What follows belongs to an exercise in optimizing a design on an open flow for small area; a production flow would make more cautious choices.
Function was checked by simulation only, so behaviour that the tests miss may differ from the original.
Power and IR drop assume default switching activity.

Design timed_vent_actuator_control, start of the top module:
module timed_vent_actuator_control #(
  parameter int WINDOW_COUNT = 8
) (
  input  logic                          clk,
  input  logic                          rst,
  input  logic                          start,
  output logic                          busy,
  input  logic [1:0]                    action,
  input  logic [tvac_pkg::WIN_W-1:0]    window_index,
  input  logic [tvac_pkg::POS_W-1:0]    target_position,
  input  logic [tvac_pkg::TIME_W-1:0]   elapsed_time,
  input  logic                          cfg_valid,
  output logic                          cfg_ready,
  input  logic                          cfg_index,
  input  logic [tvac_pkg::CFG_W-1:0]    cfg_data,
  output logic                          strobe,
  output logic [tvac_pkg::WIN_W-1:0]    window_number,
  output logic                          accepted,
  output logic                          relay_open_drive,
  output logic                          relay_close_drive,
  output logic                          moving,
  output logic                          moving_open,
  output logic                          arrived,
  output logic [tvac_pkg::POS_W-1:0]    position_now,
  output logic                          last
);
export LEC_CHECK = 0
export ABC_AREA = 1
export CAP_MARGIN = 20
export CORE_MARGIN = 2
export CORE_UTILIZATION = 40
export SLEW_MARGIN = 20
create_clock -name core_clock -period 12.0 [get_ports {clk}]
standard.sh (not shown) runs the stock make flow with config.mk's settings and CLKGATE_MAP_FILE= SYNTH_SCRIPT=/design/flow/synth_recipe.tcl, a recipe that flattens the netlist after the stock synthesis.
==> flow/flow/run.sh <==
#!/bin/bash
# Own layout flow:
#  1. the standard synthesis (standard.sh synth), unchanged;
#  2. its combinational logic re-mapped for area by Yosys/ABC (resynth.tcl, area.abc);
#     the flip-flops are kept as black boxes, so every register keeps its name and cell;
#  3. the rest of the standard layout (standard.sh finish) on that netlist, with the
#     smallest buffer cell for the port buffers (every port still gets one) and a clock
#     tree of clkbuf_8 cells without dummy loads.
# Each tool's output goes to its own log file here.
set -euo pipefail
HERE=$(pwd)
R=$HERE/orfs/results/$FLOW_PLATFORM/timed_vent_actuator_control/base
LIB=$FLOW_HOME/platforms/$FLOW_PLATFORM/lib/sky130_fd_sc_hd__tt_025C_1v80.lib

bash standard.sh synth > synth.log 2>&1
cp $R/1_2_yosys.v $HERE/standard_synth.v

RS_IN=$HERE/standard_synth.v RS_OUT=$HERE/resynth.v RS_LIB=$LIB RS_TOP=$FLOW_TOP \
  RS_SCRIPT=$HERE/flow/area.abc yosys -c $HERE/flow/resynth.tcl > resynth.log 2>&1
cp $HERE/resynth.v $R/1_2_yosys.v
rm -f $R/1_synth.odb $R/1_synth.sdc

CTS="-sink_clustering_enable -repair_clock_nets -dont_use_dummy_load -buf_list sky130_fd_sc_hd__clkbuf_4 -sink_clustering_size 10 -sink_clustering_max_diameter 40"
bash standard.sh finish \
  "BUFFER_PORTS_ARGS=-buffer_cell sky130_fd_sc_hd__buf_1" \
  "CTS_ARGS=$CTS" > layout.log 2>&1
==> flow/flow/area.abc <==
strash; balance; rewrite; refactor; balance; rewrite -z; rewrite -z; dc2; dch -f; amap; topo
==> flow/flow/resynth.tcl <==
# Re-map the combinational logic of a synthesized netlist; flip-flops kept as they are.
# env: RS_IN RS_OUT RS_LIB RS_TOP RS_SCRIPT
yosys -import
set lib $::env(RS_LIB)
read_liberty -ignore_miss_func $lib
# sequential cells stay as black boxes, with their instance names
foreach m {dfxtp dfxbp edfxtp edfxbp dfrtp dfrtn dfrbp dfstp dfsbp dfbbp dfbbn sdfxtp sdfxbp sedfxtp sedfxbp dlxtp dlxbn dlxtn dlclkp sdlclkp} {
  catch { blackbox sky130_fd_sc_hd__${m}_* }
}
read_verilog -defer $::env(RS_IN)
hierarchy -top $::env(RS_TOP)
flatten
opt -purge
abc -liberty $lib -dont_use *probe* -dont_use *lpflow* -script $::env(RS_SCRIPT)
opt_clean -purge
hilomap -singleton -hicell sky130_fd_sc_hd__conb_1 HI -locell sky130_fd_sc_hd__conb_1 LO
insbuf -buf sky130_fd_sc_hd__buf_4 A X
opt_clean -purge
tee -o $::env(RS_OUT).stat stat -liberty $lib
write_verilog -noattr -nohex -nodec $::env(RS_OUT)
The first run passed the timing, DRC and antenna checks.
Then changed:
--- a/flow/flow/run.sh
+++ b/flow/flow/run.sh
@@ -21,6 +21,6 @@
 rm -f $R/1_synth.odb $R/1_synth.sdc
 
-CTS="-sink_clustering_enable -repair_clock_nets -dont_use_dummy_load -buf_list sky130_fd_sc_hd__clkbuf_4 -sink_clustering_size 10 -sink_clustering_max_diameter 40"
+CTS="-sink_clustering_enable -repair_clock_nets -dont_use_dummy_load -buf_list sky130_fd_sc_hd__clkbuf_8 -sink_clustering_size 16 -sink_clustering_max_diameter 60"
 bash standard.sh finish \
   "BUFFER_PORTS_ARGS=-buffer_cell sky130_fd_sc_hd__buf_1" \
-  "CTS_ARGS=$CTS" > layout.log 2>&1
+  "CTS_ARGS=$CTS" RECOVER_POWER=100 > layout.log 2>&1
==> flow/flow/area.abc (replaced) <==
strash; balance; rewrite; refactor; balance; rewrite -z; rewrite -z; dc2; dch -f; amap; topo; stime -c; buffer -c; upsize -c; dnsize -c
After rerunning: This time the run finished but failed the layout checks on capacitance limit, slew limit; cell area decreases by 1.4%; routed wire length goes up by 1.1%; synthesized area grows by 2.1%; maximum frequency rose by 0.47%; worst setup slack is better by 0.054 ns; first-iteration DRC count rose by 4.1%; sequential power stays flat; synthesized cell count increases by 6.2%; combinational power came out lower by about 4%.

========
== MS ==
timed_vent_actuator_control again, from the RTL that the note above started with.
// timed_vent_actuator_control
module timed_vent_actuator_control #(
  parameter int WINDOW_COUNT = 8
) (
  input  logic                          clk,
  input  logic                          rst,
  input  logic                          start,
  output logic                          busy,
  input  logic [1:0]                    action,
  input  logic [tvac_pkg::WIN_W-1:0]    window_index,
  input  logic [tvac_pkg::POS_W-1:0]    target_position,
  input  logic [tvac_pkg::TIME_W-1:0]   elapsed_time,
  input  logic                          cfg_valid,
  output logic                          cfg_ready,
  input  logic                          cfg_index,
  input  logic [tvac_pkg::CFG_W-1:0]    cfg_data,
  output logic                          strobe,
  output logic [tvac_pkg::WIN_W-1:0]    window_number,
  output logic                          accepted,
  output logic                          relay_open_drive,
  output logic                          relay_close_drive,
  output logic                          moving,
  output logic                          moving_open,
  output logic                          arrived,
  output logic [tvac_pkg::POS_W-1:0]    position_now,
  output logic                          last
);
Settings: LEC_CHECK=0, ABC_AREA=1, CAP_MARGIN=0, CORE_MARGIN=2, CORE_UTILIZATION=65, PLACE_DENSITY=0.75, SLEW_MARGIN=0; clock period 12.0 ns.
==> flow/flow/run.sh <==
#!/bin/bash
# Own layout flow:
#  1. the standard synthesis (standard.sh synth), unchanged;
#  2. its combinational logic re-mapped for area by Yosys/ABC (resynth.tcl, area.abc);
#     the flip-flops are kept as black boxes, so every register keeps its name and cell;
#  3. the rest of the standard layout (standard.sh finish) on that netlist, with the
#     smallest buffer cell for the port buffers (every port still gets one) and a clock
#     tree of clkbuf_8 cells without dummy loads.
# Each tool's output goes to its own log file here.
set -euo pipefail
HERE=$(pwd)
R=$HERE/orfs/results/$FLOW_PLATFORM/timed_vent_actuator_control/base
LIB=$FLOW_HOME/platforms/$FLOW_PLATFORM/lib/sky130_fd_sc_hd__tt_025C_1v80.lib

bash standard.sh synth > synth.log 2>&1
cp $R/1_2_yosys.v $HERE/standard_synth.v

RS_IN=$HERE/standard_synth.v RS_OUT=$HERE/resynth.v RS_LIB=$LIB RS_TOP=$FLOW_TOP \
  RS_SCRIPT=$HERE/flow/area.abc yosys -c $HERE/flow/resynth.tcl > resynth.log 2>&1
cp $HERE/resynth.v $R/1_2_yosys.v
rm -f $R/1_synth.odb $R/1_synth.sdc

CTS="-sink_clustering_enable -repair_clock_nets -dont_use_dummy_load -buf_list sky130_fd_sc_hd__clkbuf_8 -sink_clustering_size 20 -sink_clustering_max_diameter 50"
bash standard.sh finish \
  "BUFFER_PORTS_ARGS=-buffer_cell sky130_fd_sc_hd__buf_1" \
  "CTS_ARGS=$CTS" > layout.log 2>&1
==> flow/flow/area.abc <==
strash; balance; rewrite; refactor; balance; rewrite -z; rewrite -z; dc2; dch -f; amap; topo; stime -c; buffer -c; upsize -c; dnsize -c
Scripts as last shown in full above: flow/flow/resynth.tcl
Setup changes, MS to AL
-- flow/flow/run.sh --
<<< MS, line 21
rm -f $R/1_synth.odb $R/1_synth.sdc

CTS="-sink_clustering_enable -repair_clock_nets -dont_use_dummy_load -buf_list sky130_fd_sc_hd__clkbuf_8 -sink_clustering_size 20 -sink_clustering_max_diameter 50"
bash standard.sh finish \
  "BUFFER_PORTS_ARGS=-buffer_cell sky130_fd_sc_hd__buf_1" \
>>> AL, line 21
rm -f $R/1_synth.odb $R/1_synth.sdc

CTS="-sink_clustering_enable -repair_clock_nets -dont_use_dummy_load -buf_list sky130_fd_sc_hd__clkbuf_8 -sink_clustering_size 16 -sink_clustering_max_diameter 60"
bash standard.sh finish \
  "BUFFER_PORTS_ARGS=-buffer_cell sky130_fd_sc_hd__buf_1" \
==> flow/flow/area.abc <==
strash; balance; rewrite; refactor; balance; rewrite -z; rewrite -z; dc2; dch -f; amap; topo
-- flow/config.mk --
<<< MS, line 7
export LEC_CHECK = 0
export ABC_AREA = 1
export CAP_MARGIN = 0
export CORE_MARGIN = 2
export CORE_UTILIZATION = 65
export PLACE_DENSITY = 0.75
export SLEW_MARGIN = 0
>>> AL, line 7
export LEC_CHECK = 0
export ABC_AREA = 1
export CAP_MARGIN = 20
export CORE_MARGIN = 2
export CORE_UTILIZATION = 40
export SLEW_MARGIN = 20
| part of the total power dissipated in combinational logic | MS vs AL | ≈ equal |
Against MS, overall via count from detail_route in AL fell slightly.
MS has a lower detailed-placement wirelength estimate than AL.
Required arrival time at the worst endpoint: MS vs AL — no meaningful difference
AL vs. MS: worst-case hold slack went down by 24 ps.
In AL relative to MS, number of fill cells had gone up by more than 100%.
Worst setup slack down 52 ps in AL wrt MS
Cmp AL vs MS: via count of the first global-routing pass lower in AL

========
## yarrow
timed_vent_actuator_control again, from the RTL that the note above started with.
export LEC_CHECK = 0
export ABC_AREA = 1
export CAP_MARGIN = 20
export CORE_MARGIN = 2
export CORE_UTILIZATION = 65
export PLACE_DENSITY = 0.75
export SLEW_MARGIN = 20
create_clock -name core_clock -period 12.0 [get_ports {clk}]
==> flow/flow/run.sh <==
#!/bin/bash
# Own layout flow:
#  1. the standard synthesis (standard.sh synth), unchanged;
#  2. its combinational logic re-mapped for area by Yosys/ABC (resynth.tcl, area.abc);
#     the flip-flops are kept as black boxes, so every register keeps its name and cell;
#  3. the rest of the standard layout (standard.sh finish) on that netlist, with the
#     smallest buffer cell for the port buffers (every port still gets one) and a clock
#     tree of clkbuf_8 cells without dummy loads.
# Each tool's output goes to its own log file here.
set -euo pipefail
HERE=$(pwd)
R=$HERE/orfs/results/$FLOW_PLATFORM/timed_vent_actuator_control/base
LIB=$FLOW_HOME/platforms/$FLOW_PLATFORM/lib/sky130_fd_sc_hd__tt_025C_1v80.lib

bash standard.sh synth > synth.log 2>&1
cp $R/1_2_yosys.v $HERE/standard_synth.v

RS_IN=$HERE/standard_synth.v RS_OUT=$HERE/resynth.v RS_LIB=$LIB RS_TOP=$FLOW_TOP \
  RS_SCRIPT=$HERE/flow/area.abc yosys -c $HERE/flow/resynth.tcl > resynth.log 2>&1
cp $HERE/resynth.v $R/1_2_yosys.v
rm -f $R/1_synth.odb $R/1_synth.sdc

CTS="-sink_clustering_enable -repair_clock_nets -dont_use_dummy_load -buf_list sky130_fd_sc_hd__clkbuf_8 -sink_clustering_size 20 -sink_clustering_max_diameter 50"
bash standard.sh finish \
  "BUFFER_PORTS_ARGS=-buffer_cell sky130_fd_sc_hd__buf_1" \
  "CTS_ARGS=$CTS" > layout.log 2>&1
==> flow/flow/area.abc <==
strash; balance; rewrite; refactor; balance; rewrite -z; rewrite -z; dc2; dch -f; amap; topo; strash; dc2; dch -f; amap; topo; stime -c; buffer -c; upsize -c; dnsize -c
Scripts as last shown in full above: flow/flow/resynth.tcl
--- input diff yarrow..harbor ---
- PLACE_DENSITY changed from 0.75 to 0.8
- CORE_UTILIZATION changed from 65 to 40
diff --git a/flow/flow/run.sh b/flow/flow/run.sh
--- a/flow/flow/run.sh
+++ b/flow/flow/run.sh
@@ -23 +23 @@
-CTS="-sink_clustering_enable -repair_clock_nets -dont_use_dummy_load -buf_list sky130_fd_sc_hd__clkbuf_8 -sink_clustering_size 20 -sink_clustering_max_diameter 50"
+CTS="-sink_clustering_enable -repair_clock_nets -dont_use_dummy_load -buf_list sky130_fd_sc_hd__clkbuf_8 -sink_clustering_size 16 -sink_clustering_max_diameter 60"
==> flow/flow/area.abc <==
strash; balance; rewrite; refactor; balance; rewrite -z; rewrite -z; dc2; dch -f; amap; topo
Results
Comparing yarrow and harbor, wire length per cell after detailed routing is lower on harbor. Highest metal layer with signal wires = met5: harbor; highest metal layer with signal wires = met4: yarrow. Compared with yarrow, in harbor cell count after synthesis -about 6%; combinational power +about 3%; peak supply drop -29%; initial core utilization -26 points. Compared with yarrow, in harbor count of clock-buffer cells in the layout roughly the same; final instance area increased by 2.8% relative to the old numbers; worst slew margin relative to its limit decreased 8.2 points; cell count has increased.
## Diff of input files: pepper against harbor
- PLACE_DENSITY changed from 0.8 to 0.85
- CORE_UTILIZATION changed from 40 to 75
diff --git a/flow/flow/run.sh b/flow/flow/run.sh
--- a/flow/flow/run.sh
+++ b/flow/flow/run.sh
@@ -23 +23 @@
-CTS="-sink_clustering_enable -repair_clock_nets -dont_use_dummy_load -buf_list sky130_fd_sc_hd__clkbuf_8 -sink_clustering_size 16 -sink_clustering_max_diameter 60"
+CTS="-sink_clustering_enable -repair_clock_nets -dont_use_dummy_load -buf_list sky130_fd_sc_hd__clkbuf_8 -sink_clustering_size 20 -sink_clustering_max_diameter 50"
==> flow/flow/area.abc <==
strash; balance; rewrite; refactor; balance; rewrite -z; rewrite -z; dc2; dch -f; amap; topo; strash; dc2; dch -f; amap; topo; stime -c; buffer -c; upsize -c; dnsize -c
--- outcome ---
pepper went all the way through the flow, and no timing, DRC or antenna check failed.
Per the comparison of pepper with harbor, area used by multi-input combinational logic lower, per-cell routed wire length higher, clock network fraction of total power lower, worst-skew pair later-pin latency lower.
pepper vs harbor — smallest setup slack after layout dropped 0.11 ns.
Relative to pepper, the following input files were edited for amber:
- changing PLACE_DENSITY from 0.85 to 0.75
- changing CORE_UTILIZATION from 75 to 65
==> flow/flow/area.abc <==
strash; balance; rewrite; refactor; balance; rewrite -z; rewrite -z; dc2; dch -f; amap; topo; strash; dc2; dch -f; amap; topo; strash; dc2; dch -f; amap; topo; stime -c; buffer -c; upsize -c; dnsize -c
[summary]
Relative to pepper, final critical path time including I/O delays and setup has gone down in amber. pepper ended up with fewer cell instances than amber did. amber against pepper: count of flip-flops and latches was more or less identical, final weighted congestion in routability-driven placement lost 4.1%, final wirelength decreased 2.1%. Count of final setup violators: amber vs pepper identical.

-- afterwards: timing with drivers on the ports --
Ports are ideal in the flow. The routed layouts listed here were re-timed in OpenROAD. Step 1 (the two cells are an assumption about what drives the block):
set clk [get_ports {clk}]
set_driving_cell -lib_cell sky130_fd_sc_hd__clkbuf_16 $clk
set_driving_cell -lib_cell sky130_fd_sc_hd__buf_2 [delete_from_list [all_inputs] $clk]
Step 2, shift: input delay + t, output delay - t, t = (earliest + latest rising clock arrival at the registers) / 2. This alone moves slack from input paths to output paths. Three values: ideal, step 1, step 2; two values: the first two.
run	t, ns	setup WS [ns]	hold WS [ns]	worst setup path after step 2	pins driven straight from the clock port
the first run of note 1	0.846	0.565 / 0.517 / 1.362	0.503 / 0.503 / 0.503	register to output	1
the second run of note 1	0.684	0.619 / 0.584 / 0.619	0.531 / 0.531 / 0.531	register to register	1
MS	0.685	0.594 / 0.545 / 1.230	0.523 / 0.523 / 0.523	register to output	1
AL	0.699	0.541 / 0.490 / 1.189	0.500 / 0.500 / 0.500	register to output	1
yarrow	0.679	0.801 / 0.750 / 1.429	0.520 / 0.520 / 0.520	register to output	1
harbor	0.670	0.593 / 0.540 / 1.210	0.519 / 0.519 / 0.519	register to output	1
pepper	0.623	0.481 / 0.430 / 1.053	0.563 / 0.563 / 0.563	register to output	1
amber	0.677	0.882 / 0.834 / 1.511	0.524 / 0.524 / 0.524	register to output	1
